Background: an optimization exercise with open tools, aiming at small area. Do not read the settings as production practice.
The RTL was checked by simulation tests, not by an equivalence proof against the original design.
No activity file was given, so power comes from the tool's default toggle rates.

run A:
## csr_unit
module csr_unit (
    input  logic                           clk_i,
    input  logic                           rst_i,
    input  logic                           wb_cyc_i,
    input  logic                           wb_stb_i,
    input  logic                           wb_we_i,
    input  logic [11:0]                    wb_adr_i,
    input  logic [secv_pkg::XLEN-1:0]      wb_dat_i,
    output logic [secv_pkg::XLEN-1:0]      wb_dat_o,
    output logic                           wb_ack_o,
    output logic                           wb_err_o,
    input  logic [1:0]                     csr_op_i,      
    input  logic [secv_pkg::HART_ID_W-1:0] hartid_i,
    input  logic                           exc_i,
    input  logic [3:0]                     exc_type_i,
    input  logic [secv_pkg::XLEN-1:0]      pc_i,
    input  logic [secv_pkg::XLEN-1:0]      tval_i,
    input  logic                           mret_i,
    input  logic                           retire_i,
    output logic                           trap_o,
    output logic [secv_pkg::XLEN-1:0]      redirect_pc_o
);
Settings: LEC_CHECK=0, CAP_MARGIN=10, CORE_MARGIN=2, CORE_UTILIZATION=40, SLEW_MARGIN=10; clock period 4.0 ns.
standard.sh (not shown) runs the stock make flow with config.mk's settings and CLKGATE_MAP_FILE= SYNTH_SCRIPT=/design/flow/synth_recipe.tcl, a recipe that flattens the netlist after the stock synthesis.
==> flow/flow/run.sh <==
#!/bin/bash
# Own layout flow: the standard ORFS flow, with
#  - an area-oriented ABC mapping script in synthesis (the rest of synthesis unchanged),
#  - minimum-size buffers on the ports,
#  - a clock tree built from smaller buffers.
# Each tool's output is logged in this folder (and ORFS keeps its own logs under orfs/logs).
set -euo pipefail
W=$PWD
F=$W/flow

# Synthesis script: synth_recipe.tcl, with ORFS's synth.tcl swapped for a copy whose abc call
# uses our own ABC script.
sed 's#^\(\s*\)log_cmd abc {\*}\$abc_args#\1set abc_args [lreplace $abc_args 1 1 '"$F"'/abc_area2.script]\n\1log_cmd abc {*}$abc_args#' \
    "$FLOW_HOME/scripts/synth.tcl" > "$W/synth_area.tcl"
grep -q "abc_area2.script" "$W/synth_area.tcl"
sed "s#\$::env(SCRIPTS_DIR)/synth.tcl#$W/synth_area.tcl#" "$W/synth_recipe.tcl" > "$W/synth_recipe_area.tcl"
grep -q "synth_area.tcl" "$W/synth_recipe_area.tcl"

export CTS_ARGS="-sink_clustering_enable -repair_clock_nets -dont_use_dummy_load -sink_clustering_size 16 -sink_clustering_max_diameter 60 -buf_list sky130_fd_sc_hd__clkbuf_8"
export BUFFER_PORTS_ARGS="-buffer_cell sky130_fd_sc_hd__buf_1"
bash standard.sh synth SYNTH_SCRIPT="$W/synth_recipe_area.tcl" > "$W/flow_synth.log" 2>&1
bash standard.sh finish > "$W/flow_finish.log" 2>&1
==> flow/flow/abc_area2.script <==
&get -n
&st
&dch
&nf -p -a
&put
In summary, run A completed successfully, with a layout that passed the timing, DRC and antenna checks.
For run B, these inputs were changed with respect to run A:
- SLEW_MARGIN now 20, was 10
- CAP_MARGIN now 20, was 10
--- a/flow/flow/run.sh
+++ b/flow/flow/run.sh
@@ -4,3 +4,4 @@
 #  - minimum-size buffers on the ports,
-#  - a clock tree built from smaller buffers.
+#  - a clock tree built from smaller buffers,
+#  - no timing repair before placement (it sizes gates up against unbuffered fanouts).
 # Each tool's output is logged in this folder (and ORFS keeps its own logs under orfs/logs).
@@ -19,2 +20,3 @@
 export CTS_ARGS="-sink_clustering_enable -repair_clock_nets -dont_use_dummy_load -sink_clustering_size 16 -sink_clustering_max_diameter 60 -buf_list sky130_fd_sc_hd__clkbuf_8"
+export REMOVE_ABC_BUFFERS=1
 export BUFFER_PORTS_ARGS="-buffer_cell sky130_fd_sc_hd__buf_1"
## What came out
- Every run in the comparison, run A and run B, completed the flow with a clean layout.
- Run B gives less endpoint required time on the critical path than run A did.
- Of the two values seen for worst setup path startpoint, minstret[7] was produced by run B and mcycle[0] by run A.
- Run A → run B: storage element area neither gained nor lost much, routed length per instance lost about 2.4%, slack of the critical path picked up an extra 91 ps, final clock period utilization by the worst path lost 2.3 points.
- The wire length after detailed routing of run B was superior to that of run A.
- Compared with run A, run B shows a lower fraction of met1 tracks used by global routing.
Relative to run B, the following input files were edited for run C:
--- a/flow/flow/run.sh
+++ b/flow/flow/run.sh
@@ -4,4 +4,3 @@
 #  - minimum-size buffers on the ports,
-#  - a clock tree built from smaller buffers,
-#  - no timing repair before placement (it sizes gates up against unbuffered fanouts).
+#  - a clock tree built from smaller buffers.
 # Each tool's output is logged in this folder (and ORFS keeps its own logs under orfs/logs).
@@ -20,3 +19,2 @@
 export CTS_ARGS="-sink_clustering_enable -repair_clock_nets -dont_use_dummy_load -sink_clustering_size 16 -sink_clustering_max_diameter 60 -buf_list sky130_fd_sc_hd__clkbuf_8"
-export REMOVE_ABC_BUFFERS=1
 export BUFFER_PORTS_ARGS="-buffer_cell sky130_fd_sc_hd__buf_1"
==> flow/flow/abc_area2.script <==
&get -n
&st
&dch -f
&nf -a
&put
## What came out
Diff run B -> run C: part of the cycle the worst path needs +0.19 points, combinational fraction of design power climbed 0.2 points, cell depth of the worst hold path stayed essentially flat, maximum vdd ir drop went down.
Compared with run B, run C shows non-clock inverter count in the final layout that has gone up by more than 10%.
On cell area, run C and run B are neck and neck.
Between run B and run C, the share of total power in the clock network figures differ only marginally.
Run C ends up with a first-pass GRT wire length that is about 1.2% higher than in run B.
#### Input delta (run D over run C)
- PLACE_DENSITY now 0.45, previously not set
## What came out
What run D reported for non-clock buffer count has to be multiplied by 0.868 to get the figure for run C. Fmax | run D vs run C | run D slower. | final-report setup violation count | run D vs run C | ≈ equal |. Delta (run D minus run C): switching share of power barely changed, power per unit of standard cell area dropped 1.6%, max-slew headroom at the worst pin dropped 4.1 points, total wire length climbed about 5.6%.

========
Setup of cedar:
Another version of the RTL of csr_unit (not shown whole).
Size: ~2900 cells after synthesis, ~650 flip-flops, ~0.027 sq mm of cells after synthesis.
==> flow/design.v (excerpt) <==
module csr_unit (
    input  logic                           clk_i,
    input  logic                           rst_i,
    input  logic                           wb_cyc_i,
    input  logic                           wb_stb_i,
    input  logic                           wb_we_i,
    input  logic [11:0]                    wb_adr_i,
    input  logic [secv_pkg::XLEN-1:0]      wb_dat_i,
    output logic [secv_pkg::XLEN-1:0]      wb_dat_o,
    output logic                           wb_ack_o,
    output logic                           wb_err_o,
    input  logic [1:0]                     csr_op_i,      
    input  logic [secv_pkg::HART_ID_W-1:0] hartid_i,
    input  logic                           exc_i,
    input  logic [3:0]                     exc_type_i,
    input  logic [secv_pkg::XLEN-1:0]      pc_i,
    input  logic [secv_pkg::XLEN-1:0]      tval_i,
    input  logic                           mret_i,
    input  logic                           retire_i,
    output logic                           trap_o,
    output logic [secv_pkg::XLEN-1:0]      redirect_pc_o
);
==> flow/config.mk <==
export PLATFORM = sky130hd
export DESIGN_NAME = csr_unit
export DESIGN_NICKNAME = csr_unit
export VERILOG_FILES = /design/flow/design.v
export SDC_FILE = /design/flow/constraint.sdc
export NUM_CORES = 4
export LEC_CHECK = 0
export CAP_MARGIN = 20
export CORE_MARGIN = 2
export CORE_UTILIZATION = 40
export SLEW_MARGIN = 20
==> flow/constraint.sdc <==
create_clock -name core_clock -period 4.0 [get_ports {clk_i}]
set_input_delay 0.8000 -clock core_clock [delete_from_list [all_inputs] [get_ports {clk_i}]]
set_output_delay 0.8000 -clock core_clock [all_outputs]
set_load 0.01 [all_outputs]
==> flow/flow/run.sh <==
#!/bin/bash
# Own layout flow: the standard ORFS flow, with
#  - an area-oriented ABC mapping script in synthesis (the rest of synthesis unchanged),
#  - minimum-size buffers on the ports,
#  - a clock tree built from smaller buffers.
# Each tool's output is logged in this folder (and ORFS keeps its own logs under orfs/logs).
set -euo pipefail
W=$PWD
F=$W/flow

# Synthesis script: synth_recipe.tcl, with ORFS's synth.tcl swapped for a copy whose abc call
# uses our own ABC script.
sed 's#^\(\s*\)log_cmd abc {\*}\$abc_args#\1set abc_args [lreplace $abc_args 1 1 '"$F"'/abc_area2.script]\n\1log_cmd abc {*}$abc_args#' \
    "$FLOW_HOME/scripts/synth.tcl" > "$W/synth_area.tcl"
grep -q "abc_area2.script" "$W/synth_area.tcl"
sed "s#\$::env(SCRIPTS_DIR)/synth.tcl#$W/synth_area.tcl#" "$W/synth_recipe.tcl" > "$W/synth_recipe_area.tcl"
grep -q "synth_area.tcl" "$W/synth_recipe_area.tcl"

export BUFFER_PORTS_ARGS="-buffer_cell sky130_fd_sc_hd__buf_1"
bash standard.sh synth SYNTH_SCRIPT="$W/synth_recipe_area.tcl" > "$W/flow_synth.log" 2>&1
bash standard.sh finish > "$W/flow_finish.log" 2>&1
==> flow/flow/abc_area2.script <==
&get -n
&st
&dch
&nf -p -a
&put
Changes in birch relative to cedar:
==> flow/run.sh (new file) <==
#!/bin/bash
# synth_recipe.tcl (not shown) runs the flow's synth.tcl, then flattens the netlist and writes it again
# the make line also repeats each setting of config.mk as NAME=value (left out here)
make -C /OpenROAD-flow-scripts/flow DESIGN_CONFIG=/design/flow/config.mk WORK_HOME=/design/flow/orfs CLKGATE_MAP_FILE= SYNTH_SCRIPT=/design/flow/synth_recipe.tcl finish
removed: flow/flow/run.sh
removed: flow/flow/abc_area2.script
removed: flow/standard.sh
## What came out
Of the two candidates, cedar has the better synthesized area and birch the worse one. When birch is set beside cedar, its leakage power figure turns out to be about 21% larger. Relative to cedar, number of clock buffer instances in the layout has gone up in birch.

## re-timing with driven ports
The results above use ideal ports. As a check the final layouts listed here were re-extracted and re-timed, cells and wires unchanged.
Step 1 assumes that a clkbuf_16 drives the clock port and a buf_2 every other input.
Step 2 times the ports against the registers' clock, not the clock port: input delays grow and output delays shrink by t, the midpoint of the rising clock arrivals with the driver on.
a / b / c = ideal / step 1 / step 2; a / b = the first two.
run	t, ns	setup WS [ns]	hold WS [ns]	slew at the worst register clock pin (ns)	pins driven straight from the clock port
run A	0.732	0.215 / 0.215 / -0.293	0.302 / 0.265 / 0.437	0.11 / 0.11	1
run B	0.742	0.306 / 0.306 / -0.316	0.302 / 0.271 / 0.440	0.11 / 0.11	1
run C	0.714	0.299 / 0.299 / -0.151	0.326 / 0.296 / 0.442	0.11 / 0.11	1
run D	0.744	0.228 / 0.228 / -0.345	0.312 / 0.268 / 0.441	0.11 / 0.11	1
cedar	0.674	0.464 / 0.495 / -0.172	0.379 / 0.344 / 0.454	0.07 / 0.07	1
birch	0.686	0.350 / 0.385 / -0.296	0.471 / 0.471 / 0.471	0.07 / 0.07	1
Met with ideal ports but missed after step 2: setup timing in every run listed. The setup slack of birch, which loses most, moves by +0.035 ns with the drivers and by -0.646 ns with both steps.
